From an optimization exercise on the open Yosys and OpenROAD flow, aimed at small area, a short achievable clock period and few clock cycles per item; shortcuts taken in it are not production practice.
At most, simulation tests tie the RTL to the original design; equivalence was not proved.
Power is estimated from default activity; no workload was simulated.

rev 12:
==> flow/design.v <==
`default_nettype none
package fbpm_pkg;
    localparam logic [2:0] ACT_PAINT      = 3'd0;
    localparam logic [2:0] ACT_CONSUME    = 3'd1;
    localparam logic [2:0] ACT_RETURN     = 3'd2;
    localparam logic [2:0] ACT_CLEAR_PEND = 3'd3;
    localparam logic [2:0] ACT_RESET_POOL = 3'd4;
endpackage
`default_nettype wire
`default_nettype none
import fbpm_pkg::*;
module fbpm_ctrl
(
    input  wire logic        clk,
    input  wire logic        rst_n,
    input  wire logic        start,
    output logic             busy,
    input  wire logic [34:0] request,
    output logic             v,       
    output logic             pn,      
    output logic             ps,      
    output logic             cs,      
    output logic             rt,      
    output logic             cl,      
    output logic             rp,      
    output logic [1:0]       idx
);
    logic [2:0]  act;
    logic [14:0] w;
    logic [14:0] h;
    logic [14:0] alloc_w;
    logic [14:0] alloc_h;
    logic        alloc_zero;
    logic        size_diff;
    logic        is_paint;
    logic        is_reset;
    assign busy      = 1'b0;
    assign act       = request[34:32];
    assign w         = request[31:17];
    assign h         = request[16:2];
    assign is_paint  = (act == ACT_PAINT);
    assign is_reset  = (act == ACT_RESET_POOL);
    assign size_diff = alloc_zero ? ((w != 15'd0) || (h != 15'd0))
                                  : ((w != alloc_w) || (h != alloc_h));
    always_ff @(posedge clk or negedge rst_n)
    begin
        if (!rst_n)
        begin
            alloc_zero <= 1'b1;
        end
        else if (start)
        begin
            if (is_paint)
                alloc_zero <= 1'b0;
            else if (is_reset)
                alloc_zero <= 1'b1;
        end
    end
    always_ff @(posedge clk)
    begin
        if (start && is_paint)
        begin
            alloc_w <= w;
            alloc_h <= h;
        end
    end
    always_ff @(posedge clk)
    begin
        v   <= start;
        pn  <= start && is_paint && size_diff;
        ps  <= start && is_paint && !size_diff;
        cs  <= start && (act == ACT_CONSUME);
        rt  <= start && (act == ACT_RETURN);
        cl  <= start && (act == ACT_CLEAR_PEND);
        rp  <= start && is_reset;
        idx <= request[1:0];
    end
endmodule
`default_nettype wire
`default_nettype none
module fbpm_datapath
(
    input  wire logic        clk,
    input  wire logic        rst_n,
    input  wire logic        v,
    input  wire logic        pn,
    input  wire logic        ps,
    input  wire logic        cs,
    input  wire logic        rt,
    input  wire logic        cl,
    input  wire logic        rp,
    input  wire logic [1:0]  idx,
    output logic             done,
    output logic [44:0]      result
);
    logic [1:0]  free_stack  [4];
    logic [3:0]  free_v;         
    logic [1:0]  flight_list [4];
    logic [3:0]  flight_v;       
    logic        ready_flag;
    logic [1:0]  ready_slot;
    logic        ready_zero;
    logic [31:0] paint_gen;
    logic [31:0] uploaded_gen;
    logic        gen_gt;
    logic        gens_zero;
    logic [2:0]  free_cnt;
    logic [2:0]  flight_cnt;
    logic        acc_q;
    logic [1:0]  idx_q;
    logic [31:0] gen_q;
    logic        repl_q;
    logic        reinit_q;
    logic        fresh_q;
    logic [1:0]  free_stack_n  [4];
    logic [1:0]  flight_list_n [4];
    logic        ready_flag_n;
    logic [1:0]  ready_slot_n;
    logic        ready_zero_n;
    logic [31:0] paint_gen_n;
    logic [31:0] uploaded_gen_n;
    logic        gen_gt_n;
    logic        gens_zero_n;
    logic [2:0]  free_cnt_n;
    logic [2:0]  flight_cnt_n;
    logic [31:0] paint_gen_inc;
    logic        acc_n;
    logic        gen_nz_n;
    logic        ready_hit;
    logic        idx_hit;
    logic [3:0]  fl_match;
    logic [3:0]  fl_kill;
    logic        grant_pop;
    logic        grant_paint;
    logic        grant_cons;
    logic        push_ready;
    logic        pop_shift;
    logic        ret_push;
    logic        ret_fl;
    logic        append;
    logic        gen_eq;
    assign free_v   = {free_cnt[2],
                       free_cnt[2] || (free_cnt[1] && free_cnt[0]),
                       free_cnt[2] || free_cnt[1],
                       free_cnt != 3'd0};
    assign flight_v = {flight_cnt[2],
                       flight_cnt[2] || (flight_cnt[1] && flight_cnt[0]),
                       flight_cnt[2] || flight_cnt[1],
                       flight_cnt != 3'd0};
    assign gen_eq        = (paint_gen == uploaded_gen);
    assign paint_gen_inc = paint_gen + 32'd1;
    always_comb
    begin
        ready_hit = 1'b0;
        idx_hit   = 1'b0;
        for (int i = 0; i < 4; i++)
        begin
            if ((i > 0) && free_v[i] && (free_stack[i] == ready_slot))
                ready_hit = 1'b1;
            if (free_v[i] && (free_stack[i] == idx))
                idx_hit = 1'b1;
            fl_match[i] = flight_v[i] && (flight_list[i] == idx);
        end
        fl_kill[0] = fl_match[0];
        for (int i = 1; i < 4; i++)
            fl_kill[i] = fl_kill[i-1] || fl_match[i];
    end
    assign grant_pop   = ps && free_v[0];
    assign grant_paint = ps && (free_v[0] || ready_flag);
    assign grant_cons  = cs && ready_flag && gen_gt;
    assign push_ready  = grant_pop && ready_flag && !ready_hit;
    assign pop_shift   = grant_pop && !push_ready;
    assign ret_push    = rt && !idx_hit && !free_v[3];
    assign ret_fl      = rt && fl_kill[3];
    assign append      = grant_cons && !flight_v[3];
    always_comb
    begin
        for (int i = 0; i < 4; i++)
            free_stack_n[i] = free_stack[i];
        free_cnt_n = free_cnt;
        if (pn)
        begin
            free_stack_n[0] = 2'd2;
            free_stack_n[1] = 2'd1;
            free_stack_n[2] = 2'd0;
            free_cnt_n      = 3'd3;
        end
        else if (rp)
        begin
            free_cnt_n = 3'd0;
        end
        else if (push_ready)
        begin
            free_stack_n[0] = ready_slot;
        end
        else if (pop_shift)
        begin
            for (int i = 0; i < 3; i++)
                free_stack_n[i] = free_stack[i+1];
            free_cnt_n = free_cnt - 3'd1;
        end
        else if (ret_push)
        begin
            for (int i = 1; i < 4; i++)
                free_stack_n[i] = free_stack[i-1];
            free_stack_n[0] = idx;
            free_cnt_n = free_cnt + 3'd1;
        end
        for (int i = 0; i < 4; i++)
            flight_list_n[i] = flight_list[i];
        flight_cnt_n = flight_cnt;
        if (pn || rp)
        begin
            flight_cnt_n = 3'd0;
        end
        else if (append)
        begin
            for (int i = 1; i < 4; i++)
                flight_list_n[i] = flight_list[i-1];
            flight_list_n[0] = ready_slot;
            flight_cnt_n = flight_cnt + 3'd1;
        end
        else if (ret_fl)
        begin
            for (int i = 0; i < 3; i++)
                if (fl_kill[i])
                    flight_list_n[i] = flight_list[i+1];
            flight_cnt_n = flight_cnt - 3'd1;
        end
        if (pn || grant_paint)
            ready_flag_n = 1'b1;
        else if (grant_cons || rp)
            ready_flag_n = 1'b0;
        else
            ready_flag_n = ready_flag;
        if (pn)
            ready_slot_n = 2'd3;
        else if (grant_pop)
            ready_slot_n = free_stack[0];
        else
            ready_slot_n = ready_slot;
        if (pn || grant_paint)
            ready_zero_n = 1'b0;
        else if (rt && (idx == ready_slot))
            ready_zero_n = 1'b1;
        else
            ready_zero_n = ready_zero;
        if (pn || (grant_paint && gens_zero))
            paint_gen_n = 32'd1;
        else if (grant_paint)
            paint_gen_n = paint_gen_inc;
        else
            paint_gen_n = paint_gen;
        if (pn || (grant_paint && gens_zero) || (grant_cons && ready_zero))
            uploaded_gen_n = 32'd0;
        else if (cl || grant_cons)
            uploaded_gen_n = paint_gen;
        else
            uploaded_gen_n = uploaded_gen;
        if (rp)
            gens_zero_n = 1'b1;
        else if (pn || grant_paint)
            gens_zero_n = 1'b0;
        else
            gens_zero_n = gens_zero;
        if (pn)
            gen_gt_n = 1'b1;
        else if (cl)
            gen_gt_n = 1'b0;
        else if (grant_cons)
            gen_gt_n = ready_zero;
        else if (grant_paint)
            gen_gt_n = gens_zero ||
                       ((paint_gen != 32'hffff_ffff) && (gen_gt || gen_eq));
        else
            gen_gt_n = gen_gt;
    end
    assign acc_n    = pn || grant_paint || grant_cons;
    assign gen_nz_n = pn || grant_paint || (grant_cons && !ready_zero);
    always_ff @(posedge clk or negedge rst_n)
    begin
        if (!rst_n)
        begin
            free_cnt   <= '0;
            flight_cnt <= '0;
            ready_flag <= 1'b0;
            gens_zero  <= 1'b1;
            done       <= 1'b0;
        end
        else
        begin
            free_cnt   <= free_cnt_n;
            flight_cnt <= flight_cnt_n;
            ready_flag <= ready_flag_n;
            gens_zero  <= gens_zero_n;
            done       <= v;
        end
    end
    always_ff @(posedge clk)
    begin
        for (int i = 0; i < 4; i++)
        begin
            free_stack[i]  <= free_stack_n[i];
            flight_list[i] <= flight_list_n[i];
        end
        ready_slot   <= ready_slot_n;
        ready_zero   <= ready_zero_n;
        paint_gen    <= paint_gen_n;
        uploaded_gen <= uploaded_gen_n;
        gen_gt       <= gen_gt_n;
        acc_q        <= acc_n;
        idx_q        <= ready_slot_n & {2{acc_n}};
        gen_q        <= paint_gen_n & {32{gen_nz_n}};
        repl_q       <= ps && ready_flag;
        reinit_q     <= pn;
        fresh_q      <= ready_flag_n && gen_gt_n;
    end
    assign result = {acc_q,
                     idx_q,
                     gen_q,
                     repl_q,
                     reinit_q,
                     free_cnt,
                     ready_flag,
                     flight_cnt,
                     fresh_q};
endmodule
`default_nettype wire
`default_nettype none
module frame_buffer_pool_manager_top
(
    input  wire logic        clk,
    input  wire logic        rst_n,
    input  wire logic        start,
    output logic             busy,
    input  wire logic [34:0] request,
    output logic             done,
    output logic [44:0]      result
);
    logic       v;
    logic       pn;
    logic       ps;
    logic       cs;
    logic       rt;
    logic       cl;
    logic       rp;
    logic [1:0] idx;
    fbpm_ctrl u_ctrl (
        .clk     (clk),
        .rst_n   (rst_n),
        .start   (start),
        .busy    (busy),
        .request (request),
        .v       (v),
        .pn      (pn),
        .ps      (ps),
        .cs      (cs),
        .rt      (rt),
        .cl      (cl),
        .rp      (rp),
        .idx     (idx)
    );
    fbpm_datapath u_datapath (
        .clk     (clk),
        .rst_n   (rst_n),
        .v       (v),
        .pn      (pn),
        .ps      (ps),
        .cs      (cs),
        .rt      (rt),
        .cl      (cl),
        .rp      (rp),
        .idx     (idx),
        .done    (done),
        .result  (result)
    );
endmodule
`default_nettype wire
clock: 6.0 ns
lec_check: 0
cap_margin: 20
core_margin: 2
core_utilization: 40
setup_slack_margin: 3.9
slew_margin: 20
standard.sh (not shown) runs the stock make flow with config.mk's settings and CLKGATE_MAP_FILE= SYNTH_SCRIPT=/design/flow/synth_recipe.tcl, a recipe that flattens the netlist after the stock synthesis.
==> flow/flow/run.sh <==
#!/bin/bash
# The standard layout, with these ORFS settings changed:
export BUFFER_PORTS_ARGS="-buffer_cell sky130_fd_sc_hd__buf_2"
export CTS_ARGS="-sink_clustering_enable -repair_clock_nets -dont_use_dummy_load -buf_list sky130_fd_sc_hd__clkbuf_8"
bash standard.sh > standard.log 2>&1
Here is what was changed in the inputs of rev 13 compared with rev 12.
--- a/flow/design.v
+++ b/flow/design.v
@@ -92,39 +92,37 @@
     input  wire logic [1:0]  idx,
     output logic             done,
     output logic [44:0]      result
 );
     logic [1:0]  free_stack  [4];
-    logic [3:0]  free_v;         
+    logic [3:0]  free_v;
     logic [1:0]  flight_list [4];
-    logic [3:0]  flight_v;       
+    logic [3:0]  flight_v;
     logic        ready_flag;
     logic [1:0]  ready_slot;
     logic        ready_zero;
     logic [31:0] paint_gen;
     logic [31:0] uploaded_gen;
     logic        gen_gt;
     logic        gens_zero;
-    logic [2:0]  free_cnt;
-    logic [2:0]  flight_cnt;
     logic        acc_q;
     logic [1:0]  idx_q;
     logic [31:0] gen_q;
     logic        repl_q;
     logic        reinit_q;
     logic        fresh_q;
     logic [1:0]  free_stack_n  [4];
+    logic [3:0]  free_v_n;
     logic [1:0]  flight_list_n [4];
+    logic [3:0]  flight_v_n;
     logic        ready_flag_n;
     logic [1:0]  ready_slot_n;
     logic        ready_zero_n;
     logic [31:0] paint_gen_n;
     logic [31:0] uploaded_gen_n;
     logic        gen_gt_n;
     logic        gens_zero_n;
-    logic [2:0]  free_cnt_n;
-    logic [2:0]  flight_cnt_n;
     logic [31:0] paint_gen_inc;
     logic        acc_n;
     logic        gen_nz_n;
     logic        ready_hit;
     logic        idx_hit;
@@ -137,18 +135,10 @@
     logic        pop_shift;
     logic        ret_push;
     logic        ret_fl;
     logic        append;
     logic        gen_eq;
-    assign free_v   = {free_cnt[2],
-                       free_cnt[2] || (free_cnt[1] && free_cnt[0]),
-                       free_cnt[2] || free_cnt[1],
-                       free_cnt != 3'd0};
-    assign flight_v = {flight_cnt[2],
-                       flight_cnt[2] || (flight_cnt[1] && flight_cnt[0]),
-                       flight_cnt[2] || flight_cnt[1],
-                       flight_cnt != 3'd0};
     assign gen_eq        = (paint_gen == uploaded_gen);
     assign paint_gen_inc = paint_gen + 32'd1;
     always_comb
     begin
         ready_hit = 1'b0;
@@ -175,59 +165,59 @@
     assign append      = grant_cons && !flight_v[3];
     always_comb
     begin
         for (int i = 0; i < 4; i++)
             free_stack_n[i] = free_stack[i];
-        free_cnt_n = free_cnt;
+        free_v_n = free_v;
         if (pn)
         begin
             free_stack_n[0] = 2'd2;
             free_stack_n[1] = 2'd1;
             free_stack_n[2] = 2'd0;
-            free_cnt_n      = 3'd3;
+            free_v_n        = 4'b0111;
         end
         else if (rp)
         begin
-            free_cnt_n = 3'd0;
+            free_v_n = 4'b0000;
         end
         else if (push_ready)
         begin
             free_stack_n[0] = ready_slot;
         end
         else if (pop_shift)
         begin
             for (int i = 0; i < 3; i++)
                 free_stack_n[i] = free_stack[i+1];
-            free_cnt_n = free_cnt - 3'd1;
+            free_v_n = {1'b0, free_v[3:1]};
         end
         else if (ret_push)
         begin
             for (int i = 1; i < 4; i++)
                 free_stack_n[i] = free_stack[i-1];
             free_stack_n[0] = idx;
-            free_cnt_n = free_cnt + 3'd1;
+            free_v_n = {free_v[2:0], 1'b1};
         end
         for (int i = 0; i < 4; i++)
             flight_list_n[i] = flight_list[i];
-        flight_cnt_n = flight_cnt;
+        flight_v_n = flight_v;
         if (pn || rp)
         begin
-            flight_cnt_n = 3'd0;
+            flight_v_n = 4'b0000;
         end
         else if (append)
         begin
             for (int i = 1; i < 4; i++)
                 flight_list_n[i] = flight_list[i-1];
             flight_list_n[0] = ready_slot;
-            flight_cnt_n = flight_cnt + 3'd1;
+            flight_v_n = {flight_v[2:0], 1'b1};
         end
         else if (ret_fl)
         begin
             for (int i = 0; i < 3; i++)
                 if (fl_kill[i])
                     flight_list_n[i] = flight_list[i+1];
-            flight_cnt_n = flight_cnt - 3'd1;
+            flight_v_n = {1'b0, flight_v[3:1]};
         end
         if (pn || grant_paint)
             ready_flag_n = 1'b1;
         else if (grant_cons || rp)
             ready_flag_n = 1'b0;
@@ -279,20 +269,20 @@
     assign gen_nz_n = pn || grant_paint || (grant_cons && !ready_zero);
     always_ff @(posedge clk or negedge rst_n)
     begin
         if (!rst_n)
         begin
-            free_cnt   <= '0;
-            flight_cnt <= '0;
+            free_v     <= '0;
+            flight_v   <= '0;
             ready_flag <= 1'b0;
             gens_zero  <= 1'b1;
             done       <= 1'b0;
         end
         else
         begin
-            free_cnt   <= free_cnt_n;
-            flight_cnt <= flight_cnt_n;
+            free_v     <= free_v_n;
+            flight_v   <= flight_v_n;
             ready_flag <= ready_flag_n;
             gens_zero  <= gens_zero_n;
             done       <= v;
         end
     end
@@ -318,13 +308,15 @@
     assign result = {acc_q,
                      idx_q,
                      gen_q,
                      repl_q,
                      reinit_q,
-                     free_cnt,
+                     free_v[3], free_v[1] && !free_v[3],
+                     (free_v[0] && !free_v[1]) || (free_v[2] && !free_v[3]),
                      ready_flag,
-                     flight_cnt,
+                     flight_v[3], flight_v[1] && !flight_v[3],
+                     (flight_v[0] && !flight_v[1]) || (flight_v[2] && !flight_v[3]),
                      fresh_q};
 endmodule
 `default_nettype wire
 `default_nettype none
 module frame_buffer_pool_manager_top
Findings:
- From rev 12 to rev 13 the numbers moved as follows: flop-to-flop setup slack now sits higher; share of power burned in the clock network now sits higher; average detailed-routed wire length per instance now sits lower; register share of total power now sits higher; post-CTS repair timing setup buffer count now sits lower.
- In rev 13, the delay of the slowest critical-path stage came out 0.02 ns below the value in rev 12.
- Higher synthesized cell count among rev 13 and rev 12: rev 12
- Rev 13 vs rev 12 — width of the die dropped slightly
- Compared with rev 12, rev 13 shows sequential share of layout area higher by 3.3 points.
Testbench counts of rev 13, summed over its fixed seeds: cycles 9,616, items 9,600.
The RTL of rev 12 was laid out without a check of its function.

-- what the ideal ports hide --
No port has a modelled driver above. Below, the same layouts with a new extraction and two added sets of constraints.
Step 1 sets driving cells, clkbuf_16 on the clock port and buf_2 on the other inputs (assumed; they add their load-dependent delay and slew).
Step 2, shift: input delay + t, output delay - t, t = (earliest + latest rising clock arrival at the registers) / 2. This alone moves slack from input paths to output paths.
Slacks: no drivers / after step 1 / after step 2; pairs: no drivers / after step 1.
run | shift t [ns] | slack for setup (ns) | worst setup path after step 2 | worst slew at a driven data input, ns
rev 12 | 0.471 | 3.763 / 3.725 / 3.540 | input to register | 0.05
rev 13 | 0.483 | 3.583 / 3.546 / 3.569 | input to register | 0.04
After both steps setup and hold are still met in every run listed. For rev 12, which loses most, drivers alone change the setup slack by -0.038 ns; drivers and shift together by -0.223 ns.
